Background: an optimization exercise with open tools, aiming at small area, a short achievable clock period and few clock cycles per item. Do not read the settings as production practice.

==> run R <==
==> flow/design.v <==
`default_nettype none
package bcaa_pkg;
    localparam int BATT_W     = 10;
    localparam int ANGLE_W    = 16;
    localparam int CFG_IDX_W  = 1;
    localparam int CFG_DATA_W = 10;
endpackage
`default_nettype wire
`default_nettype none
module battery_compensated_angle_from_adc (
    input  wire logic                  clk,
    input  wire logic                  rst_n,
    input  wire logic                  in_valid,
    output logic                       in_ready,
    input  wire logic [7:0]            in_code_byte0,
    input  wire logic [7:0]            in_code_byte1,
    input  wire logic [7:0]            in_code_byte2,
    input  wire logic [bcaa_pkg::BATT_W-1:0]     in_battery_count,
    input  wire logic                  in_zero_request,
    input  wire logic                  cfg_valid,
    output logic                       cfg_ready,
    input  wire logic [bcaa_pkg::CFG_IDX_W-1:0]  cfg_index,
    input  wire logic [bcaa_pkg::CFG_DATA_W-1:0] cfg_data,
    output logic                       out_valid,
    input  wire logic                  out_ready,
    output logic      [bcaa_pkg::ANGLE_W-1:0]    out_angle_q8,
    output logic                       out_denominator_fault,
    output logic                       out_offset_taken
);
    localparam int NSTEP = 9;                 
    logic [1:0] mode_reg;
    logic [9:0] knee_reg;
    assign cfg_ready = 1'b1;
    always_ff @(posedge clk or negedge rst_n)
        if (!rst_n) begin
            mode_reg <= 2'd2;
            knee_reg <= 10'd796;
        end else if (cfg_valid) begin
            if (cfg_index == 1'b0) mode_reg <= cfg_data[1:0];
            else                   knee_reg <= cfg_data;
        end
    localparam logic [2:0] F_ACC = 3'd0, F_ABS = 3'd1, F_SHIFT = 3'd2, F_U = 3'd3, F_X15 = 3'd4,
                           F_X225 = 3'd5;
    logic [2:0]  fstate;
    logic [1:0]  fpos;
    logic [29:0] facc;        
    logic [23:0] fden;        
    logic        fge;         
    logic        flo;         
    logic        fzreq;
    logic        fneg;        
    logic        fmge;        
    logic        ftneg;       
    logic        handoff;
    logic [23:0] code_ext;
    logic [23:0] ireg;        
    logic        iv;
    logic [1:0]  apos;        
    logic        consume;
    logic        take;
    logic        s_neg;
    logic        m_ge;
    logic [29:0] alu_x;
    logic [29:0] alu_y;
    logic        alu_c;
    logic [29:0] alu_r;
    logic [22:0] m_val;
    always_comb begin
        if (mode_reg == 2'd3)
            code_ext = {in_code_byte0, in_code_byte1, in_code_byte2};
        else
            code_ext = {{8{in_code_byte0[7]}}, in_code_byte0, in_code_byte1};
        s_neg = fneg;
        alu_x = facc;
        alu_y = {{6{ireg[23]}}, ireg};
        alu_c = 1'b0;
        case (fstate)
            F_ACC: begin
                if (fpos == 2'd0) alu_x = '0;
            end
            F_ABS: begin                        
                alu_x = s_neg ? ~facc : facc;
                alu_y = s_neg ? 30'h3FFFFFFF : 30'd2;
            end
            F_U: begin                          
                alu_x = (!fneg && !fmge) ? ~facc : facc;
                alu_y = fneg ? 30'd5120 : (fmge ? -30'sd5120 : 30'd5121);
            end
            default: begin                      
                alu_x = facc << 4;
                alu_y = ~facc;
                alu_c = 1'b1;
            end
        endcase
        alu_r = alu_x + alu_y + 30'(alu_c);
        if (facc[29])
            m_val = '0;
        else if (mode_reg == 2'd3 && (|facc[24:23]))
            m_val = 23'h200000;
        else
            case (mode_reg)
                2'd3:    m_val = facc[24:2];
                2'd2:    m_val = {facc[22:2], 2'b0};
                2'd1:    m_val = {facc[20:2], 4'b0};
                default: m_val = {facc[18:2], 6'b0};
            endcase
        m_ge = (|m_val[22:13]) | (m_val[12] & (m_val[11] | m_val[10]));
    end
    assign consume  = (fstate == F_ACC) && iv;
    assign in_ready = (!iv || consume)
                   && ((apos != 2'd0) || (fstate == F_ACC && fpos == 2'd0 && !iv)
                       || (fstate == F_X225 && dcan_load));
    assign take     = in_valid && in_ready;
    always_ff @(posedge clk or negedge rst_n)
        if (!rst_n) begin
            fstate <= F_ACC;
            fpos   <= 2'd0;
            apos   <= 2'd0;
            iv     <= 1'b0;
        end else begin
            if (take) begin
                apos <= apos + 2'd1;
                iv   <= 1'b1;
            end else if (consume) begin
                iv   <= 1'b0;
            end
            case (fstate)
                F_ACC: if (iv) begin
                    fpos <= fpos + 2'd1;
                    if (fpos == 2'd3) fstate <= F_ABS;
                end
                F_ABS:   fstate <= F_SHIFT;
                F_SHIFT: fstate <= F_U;
                F_U:     fstate <= F_X15;
                F_X15:   fstate <= F_X225;
                default: if (handoff) fstate <= F_ACC;
            endcase
        end
    always_ff @(posedge clk) begin
        if (take) begin
            ireg <= code_ext;
            if (apos == 2'd0) fden  <= 24'(in_battery_count);
            if (apos == 2'd3) fzreq <= in_zero_request;
        end
        case (fstate)
            F_ACC: if (iv) begin
                facc  <= alu_r;
                fneg  <= alu_r[25];
            end
            F_ABS: begin
                facc <= alu_r;
                fge  <= (fden[9:0] >= knee_reg);
                flo  <= (fden[9:0] < 10'd59);
                fden <= 24'((19'(fden[9:0]) << 9) - (19'(fden[9:0]) << 7) - 19'(fden[9:0]));
            end
            F_SHIFT: begin
                facc <= 30'(m_val);
                fmge <= m_ge;
                fden <= fge ? 24'd9420800 : ((fden << 5) + fden - 24'd737280);
            end
            F_U: begin
                facc  <= alu_r;
                ftneg <= fneg | ~fmge;
            end
            F_X15: facc <= alu_r;
            default: ;
        endcase
    end
    logic        dbusy;
    logic [3:0]  dcnt;
    logic [23:0] drem;
    logic [17:0] dquo;        
    logic [23:0] dden;
    logic        dtop;        
    logic        dovf;        
    logic        dsgn;
    logic        dzreq;
    logic        dfault;
    logic        sv;          
    logic        out_valid_reg;
    logic        out_free;
    logic        st_free;
    logic        dfinal;
    logic        dcan_load;
    assign out_free  = !out_valid_reg || out_ready;
    assign st_free   = !sv || out_free;
    assign dfinal    = dbusy && (dcnt == 4'(NSTEP - 1));
    assign dcan_load = !dbusy || (dfinal && st_free);
    assign handoff   = (fstate == F_X225) && dcan_load;
    logic [25:0] x4;
    logic [26:0] s1, s2, s3;
    logic [26:0] c3s, c3c;    
    logic        ge1, ge2, ge3;
    logic [23:0] rem_next;
    logic [1:0]  qdig;
    always_comb begin
        x4 = {drem, dquo[17:16]};
        s1 = {1'b0, x4} - {3'b0, dden};
        s2 = {1'b0, x4} - {2'b0, dden, 1'b0};
        c3s = {1'b0, x4} ^ ~{3'b0, dden} ^ ~{2'b0, dden, 1'b0};
        c3c = ({1'b0, x4} & ~{3'b0, dden}) | ({1'b0, x4} & ~{2'b0, dden, 1'b0})
            | (~{3'b0, dden} & ~{2'b0, dden, 1'b0});
        s3 = 27'(({c3s, 1'b1} + {c3c[25:0], 1'b1, 1'b1}) >> 1);
        ge1 = !s1[26];
        ge2 = !s2[26];
        ge3 = !s3[26];
        if (ge3)      rem_next = s3[23:0];
        else if (ge2) rem_next = s2[23:0];
        else if (ge1) rem_next = s1[23:0];
        else          rem_next = x4[23:0];
        qdig = {ge2, ge3 | (ge1 & ~ge2)};
    end
    always_ff @(posedge clk or negedge rst_n)
        if (!rst_n) begin
            dbusy <= 1'b0;
            dcnt  <= '0;
        end else begin
            if (handoff) begin
                dbusy <= 1'b1;
                dcnt  <= '0;
            end else if (dfinal) begin
                if (st_free) dbusy <= 1'b0;
            end else if (dbusy) begin
                dcnt <= dcnt + 1'b1;
            end
        end
    always_ff @(posedge clk) begin
        if (handoff) begin
            drem   <= alu_r[28:5];
            dquo   <= {alu_r[4:0], 13'b0};
            dtop   <= alu_r[29];
            dden   <= fden;
            dsgn   <= ftneg;
            dzreq  <= fzreq;
            dfault <= !fge && flo;
        end else if (dbusy && !dfinal) begin
            if (dcnt == 4'd0)
                dovf <= dtop || (drem >= dden);
            drem <= rem_next;
            dquo <= {dquo[15:0], qdig};
        end
    end
    logic [17:0] sq;
    logic        ssgn;
    logic        sfault;
    logic        szreq;
    logic [17:0] q_sat;
    logic        ofs_pos;
    logic [17:0] ofs_mag;
    logic [15:0] angle_reg;
    logic        fault_reg;
    logic        taken_reg;
    logic        st_load;
    logic        emit;
    assign st_load = dfinal && st_free;
    assign emit    = sv && out_free;
    assign q_sat   = dovf ? 18'h3FFFF : {dquo[15:0], qdig};
    always_ff @(posedge clk or negedge rst_n)
        if (!rst_n) begin
            sv            <= 1'b0;
            out_valid_reg <= 1'b0;
            ofs_pos       <= 1'b1;
            ofs_mag       <= '0;
        end else begin
            if (st_load)
                sv <= 1'b1;
            else if (emit)
                sv <= 1'b0;
            if (emit)
                out_valid_reg <= 1'b1;
            else if (out_ready)
                out_valid_reg <= 1'b0;
            if (emit && !sfault && szreq) begin
                ofs_pos <= ssgn;
                if (ssgn)
                    ofs_mag <= sq[17] ? 18'd131071 : sq;
                else
                    ofs_mag <= (sq[17] && (|sq[16:0])) ? 18'd131072 : sq;
            end
        end
    logic [20:0] ang_s;
    logic [19:0] ang;
    logic [15:0] ang_c;
    always_comb begin
        ang_s = {{2'b0, ofs_mag} ^ {20{~ofs_pos}}, 1'b1} + {{2'b0, sq} ^ {20{ssgn}}, (~ofs_pos | ssgn)};
        ang   = ang_s[20:1];
        if (sfault || (!ofs_pos && ssgn) || ang[19])
            ang_c = 16'd0;
        else if (|ang[18:16])
            ang_c = 16'hFFFF;
        else
            ang_c = ang[15:0];
    end
    always_ff @(posedge clk) begin
        if (st_load) begin
            sq     <= q_sat;
            ssgn   <= dsgn;
            sfault <= dfault;
            szreq  <= dzreq;
        end
        if (emit) begin
            angle_reg <= ang_c;
            fault_reg <= sfault;
            taken_reg <= !sfault && szreq;
        end
    end
    assign out_valid             = out_valid_reg;
    assign out_angle_q8          = angle_reg;
    assign out_denominator_fault = fault_reg;
    assign out_offset_taken      = taken_reg;
endmodule
`default_nettype wire
==> flow/run.sh <==
#!/bin/bash
# synth_recipe.tcl (not shown) runs the flow's synth.tcl, then flattens the netlist and writes it again
# the make line also repeats each setting of config.mk as NAME=value (left out here)
make -C /OpenROAD-flow-scripts/flow DESIGN_CONFIG=/design/flow/config.mk WORK_HOME=/design/flow/orfs CLKGATE_MAP_FILE= SYNTH_SCRIPT=/design/flow/synth_recipe.tcl finish
==> flow/config.mk <==
export PLATFORM = sky130hd
export DESIGN_NAME = battery_compensated_angle_from_adc
export DESIGN_NICKNAME = battery_compensated_angle_from_adc
export VERILOG_FILES = /design/flow/design.v
export SDC_FILE = /design/flow/constraint.sdc
export NUM_CORES = 4
export LEC_CHECK = 0
export CAP_MARGIN = 20
export CORE_MARGIN = 2
export CORE_UTILIZATION = 40
export SETUP_SLACK_MARGIN = 2.5
export SLEW_MARGIN = 20
==> flow/constraint.sdc <==
create_clock -name core_clock -period 7.5 [get_ports {clk}]
set_input_delay 1.5000 -clock core_clock [delete_from_list [all_inputs] [get_ports {clk}]]
set_output_delay 1.5000 -clock core_clock [all_outputs]
set_load 0.01 [all_outputs]
==> run Z: changes against run R <==
--- a/flow/design.v
+++ b/flow/design.v
@@ -41,5 +41,5 @@
         end
     localparam logic [2:0] F_ACC = 3'd0, F_ABS = 3'd1, F_SHIFT = 3'd2, F_U = 3'd3, F_X15 = 3'd4,
-                           F_X225 = 3'd5;
+                           F_X225 = 3'd5, F_RDY = 3'd6;
     logic [2:0]  fstate;
     logic [1:0]  fpos;
@@ -53,10 +53,5 @@
     logic        ftneg;       
     logic        handoff;
-    logic [23:0] code_ext;
-    logic [23:0] ireg;        
-    logic        iv;
-    logic [1:0]  apos;        
-    logic        consume;
-    logic        take;
+    logic [29:0] code_ext;
     logic        s_neg;
     logic        m_ge;
@@ -68,10 +63,10 @@
     always_comb begin
         if (mode_reg == 2'd3)
-            code_ext = {in_code_byte0, in_code_byte1, in_code_byte2};
+            code_ext = {{6{in_code_byte0[7]}}, in_code_byte0, in_code_byte1, in_code_byte2};
         else
-            code_ext = {{8{in_code_byte0[7]}}, in_code_byte0, in_code_byte1};
+            code_ext = {{14{in_code_byte0[7]}}, in_code_byte0, in_code_byte1};
         s_neg = fneg;
         alu_x = facc;
-        alu_y = {{6{ireg[23]}}, ireg};
+        alu_y = code_ext;
         alu_c = 1'b0;
         case (fstate)
@@ -86,4 +81,8 @@
                 alu_x = (!fneg && !fmge) ? ~facc : facc;
                 alu_y = fneg ? 30'd5120 : (fmge ? -30'sd5120 : 30'd5121);
+            end
+            F_RDY: begin                        
+                alu_y = ~(30'(fden) << 5);
+                alu_c = 1'b1;
             end
             default: begin                      
@@ -107,24 +106,12 @@
         m_ge = (|m_val[22:13]) | (m_val[12] & (m_val[11] | m_val[10]));
     end
-    assign consume  = (fstate == F_ACC) && iv;
-    assign in_ready = (!iv || consume)
-                   && ((apos != 2'd0) || (fstate == F_ACC && fpos == 2'd0 && !iv)
-                       || (fstate == F_X225 && dcan_load));
-    assign take     = in_valid && in_ready;
+    assign in_ready = (fstate == F_ACC);
     always_ff @(posedge clk or negedge rst_n)
         if (!rst_n) begin
             fstate <= F_ACC;
             fpos   <= 2'd0;
-            apos   <= 2'd0;
-            iv     <= 1'b0;
         end else begin
-            if (take) begin
-                apos <= apos + 2'd1;
-                iv   <= 1'b1;
-            end else if (consume) begin
-                iv   <= 1'b0;
-            end
             case (fstate)
-                F_ACC: if (iv) begin
+                F_ACC: if (in_valid) begin
                     fpos <= fpos + 2'd1;
                     if (fpos == 2'd3) fstate <= F_ABS;
@@ -134,17 +121,15 @@
                 F_U:     fstate <= F_X15;
                 F_X15:   fstate <= F_X225;
+                F_X225:  fstate <= F_RDY;
                 default: if (handoff) fstate <= F_ACC;
             endcase
         end
     always_ff @(posedge clk) begin
-        if (take) begin
-            ireg <= code_ext;
-            if (apos == 2'd0) fden  <= 24'(in_battery_count);
-            if (apos == 2'd3) fzreq <= in_zero_request;
-        end
         case (fstate)
-            F_ACC: if (iv) begin
+            F_ACC: if (in_valid) begin
                 facc  <= alu_r;
                 fneg  <= alu_r[25];
+                fzreq <= in_zero_request;
+                if (fpos == 2'd0) fden <= 24'(in_battery_count);
             end
             F_ABS: begin
@@ -163,5 +148,5 @@
                 ftneg <= fneg | ~fmge;
             end
-            F_X15: facc <= alu_r;
+            F_X15, F_X225: facc <= alu_r;
             default: ;
         endcase
@@ -172,20 +157,16 @@
     logic [17:0] dquo;        
     logic [23:0] dden;
-    logic        dtop;        
     logic        dovf;        
     logic        dsgn;
     logic        dzreq;
     logic        dfault;
-    logic        sv;          
     logic        out_valid_reg;
     logic        out_free;
-    logic        st_free;
     logic        dfinal;
     logic        dcan_load;
     assign out_free  = !out_valid_reg || out_ready;
-    assign st_free   = !sv || out_free;
-    assign dfinal    = dbusy && (dcnt == 4'(NSTEP - 1));
-    assign dcan_load = !dbusy || (dfinal && st_free);
-    assign handoff   = (fstate == F_X225) && dcan_load;
+    assign dfinal    = dbusy && (dcnt == 4'(NSTEP));
+    assign dcan_load = !dbusy || (dfinal && out_free);
+    assign handoff   = (fstate == F_RDY) && dcan_load;
     logic [25:0] x4;
     logic [26:0] s1, s2, s3;
@@ -220,5 +201,5 @@
                 dcnt  <= '0;
             end else if (dfinal) begin
-                if (st_free) dbusy <= 1'b0;
+                if (out_free) dbusy <= 1'b0;
             end else if (dbusy) begin
                 dcnt <= dcnt + 1'b1;
@@ -227,7 +208,7 @@
     always_ff @(posedge clk) begin
         if (handoff) begin
-            drem   <= alu_r[28:5];
-            dquo   <= {alu_r[4:0], 13'b0};
-            dtop   <= alu_r[29];
+            drem   <= facc[28:5];
+            dquo   <= {facc[4:0], 13'b0};
+            dovf   <= !alu_r[29];
             dden   <= fden;
             dsgn   <= ftneg;
@@ -235,14 +216,8 @@
             dfault <= !fge && flo;
         end else if (dbusy && !dfinal) begin
-            if (dcnt == 4'd0)
-                dovf <= dtop || (drem >= dden);
             drem <= rem_next;
             dquo <= {dquo[15:0], qdig};
         end
     end
-    logic [17:0] sq;
-    logic        ssgn;
-    logic        sfault;
-    logic        szreq;
     logic [17:0] q_sat;
     logic        ofs_pos;
@@ -251,30 +226,23 @@
     logic        fault_reg;
     logic        taken_reg;
-    logic        st_load;
     logic        emit;
-    assign st_load = dfinal && st_free;
-    assign emit    = sv && out_free;
-    assign q_sat   = dovf ? 18'h3FFFF : {dquo[15:0], qdig};
-    always_ff @(posedge clk or negedge rst_n)
-        if (!rst_n) begin
-            sv            <= 1'b0;
+    assign emit  = dfinal && out_free;
+    assign q_sat = dovf ? 18'h3FFFF : dquo;
+    always_ff @(posedge clk or negedge rst_n)
+        if (!rst_n) begin
             out_valid_reg <= 1'b0;
             ofs_pos       <= 1'b1;
             ofs_mag       <= '0;
         end else begin
-            if (st_load)
-                sv <= 1'b1;
-            else if (emit)
-                sv <= 1'b0;
             if (emit)
                 out_valid_reg <= 1'b1;
             else if (out_ready)
                 out_valid_reg <= 1'b0;
-            if (emit && !sfault && szreq) begin
-                ofs_pos <= ssgn;
-                if (ssgn)
-                    ofs_mag <= sq[17] ? 18'd131071 : sq;
+            if (emit && !dfault && dzreq) begin
+                ofs_pos <= dsgn;
+                if (dsgn)
+                    ofs_mag <= q_sat[17] ? 18'd131071 : q_sat;
                 else
-                    ofs_mag <= (sq[17] && (|sq[16:0])) ? 18'd131072 : sq;
+                    ofs_mag <= (q_sat[17] && (|q_sat[16:0])) ? 18'd131072 : q_sat;
             end
         end
@@ -283,7 +251,7 @@
     logic [15:0] ang_c;
     always_comb begin
-        ang_s = {{2'b0, ofs_mag} ^ {20{~ofs_pos}}, 1'b1} + {{2'b0, sq} ^ {20{ssgn}}, (~ofs_pos | ssgn)};
+        ang_s = {{2'b0, ofs_mag} ^ {20{~ofs_pos}}, 1'b1} + {{2'b0, q_sat} ^ {20{dsgn}}, (~ofs_pos | dsgn)};
         ang   = ang_s[20:1];
-        if (sfault || (!ofs_pos && ssgn) || ang[19])
+        if (dfault || (!ofs_pos && dsgn) || ang[19])
             ang_c = 16'd0;
         else if (|ang[18:16])
@@ -293,14 +261,8 @@
     end
     always_ff @(posedge clk) begin
-        if (st_load) begin
-            sq     <= q_sat;
-            ssgn   <= dsgn;
-            sfault <= dfault;
-            szreq  <= dzreq;
-        end
         if (emit) begin
             angle_reg <= ang_c;
-            fault_reg <= sfault;
-            taken_reg <= !sfault && szreq;
+            fault_reg <= dfault;
+            taken_reg <= !dfault && dzreq;
         end
     end
==> qor summary <==
| metric | run R | run Z |
|---|---|---|
| Synthesized area per cell | 9.06 um^2 | 8.51 um^2 |
| Row cnt | 82 | 79 |
| R2R setup slack | 2700 ps | 2700 ps |
| Number of design-rule violations left by the first detailed-router iteration | 1,304 | 1,456 |
| Cell with the largest stage delay on the worst path | sky130_fd_sc_hd__dfrtp_4 | sky130_fd_sc_hd__nor2_1 |
| Async S/R FF share, synth | 19.2% | 22.1% |
| Final routed wire length divided by cell count | 19.1 um | 20.4 um |
| Status | complete, no violations | complete, no violations |
| Worst-case headroom to the max-slew limit | 32.0% | 37.9% |
| Post-synth cell types | 91 | 86 |
| Endpoint arrival time on the critical path | 5090 ps | 5030 ps |
| WL met2 | 26,500 um | 26,900 um |
| Layout clock area frac | 4.39% | 3.06% |
| Hold Crit Start | dzreq$_DFFE_PP_ | fzreq$_DFFE_PP_ |
| Cells after Synth | 2,258 | 2,236 |
| GR Util met1 | 28.3% | 31.6% |
No functional check of the RTL was part of any run of this note.

[re-timing with driven ports]
No port has a modelled driver above. Below, the same layouts with a new extraction and two added sets of constraints.
Step 1: set_driving_cell puts a clkbuf_16 on clk and a buf_2 on each other input, an assumption about the parent block.
Step 2 also shifts input and output timing later by t, the mid clock arrival at the registers, as if the neighbouring blocks saw the same clock.
Slacks: ideal / step 1 / step 2; pairs: ideal / step 1.
run | t, ns | slack for setup (ns) | worst hold slack (ns) | worst setup path at the end | slew at the worst register clock pin (ns)
run R | 0.626 | 2.703 / 2.703 / 2.429 | 0.416 / 0.416 / 0.416 | input to register | 0.07 / 0.07
run Z | 0.538 | 2.698 / 2.698 / 2.261 | 0.424 / 0.424 / 0.424 | input to register | 0.08 / 0.08
After both steps setup and hold are still met in every run listed. For run Z, which loses most, drivers alone change the setup slack by 0.000 ns; drivers and shift together by -0.437 ns.
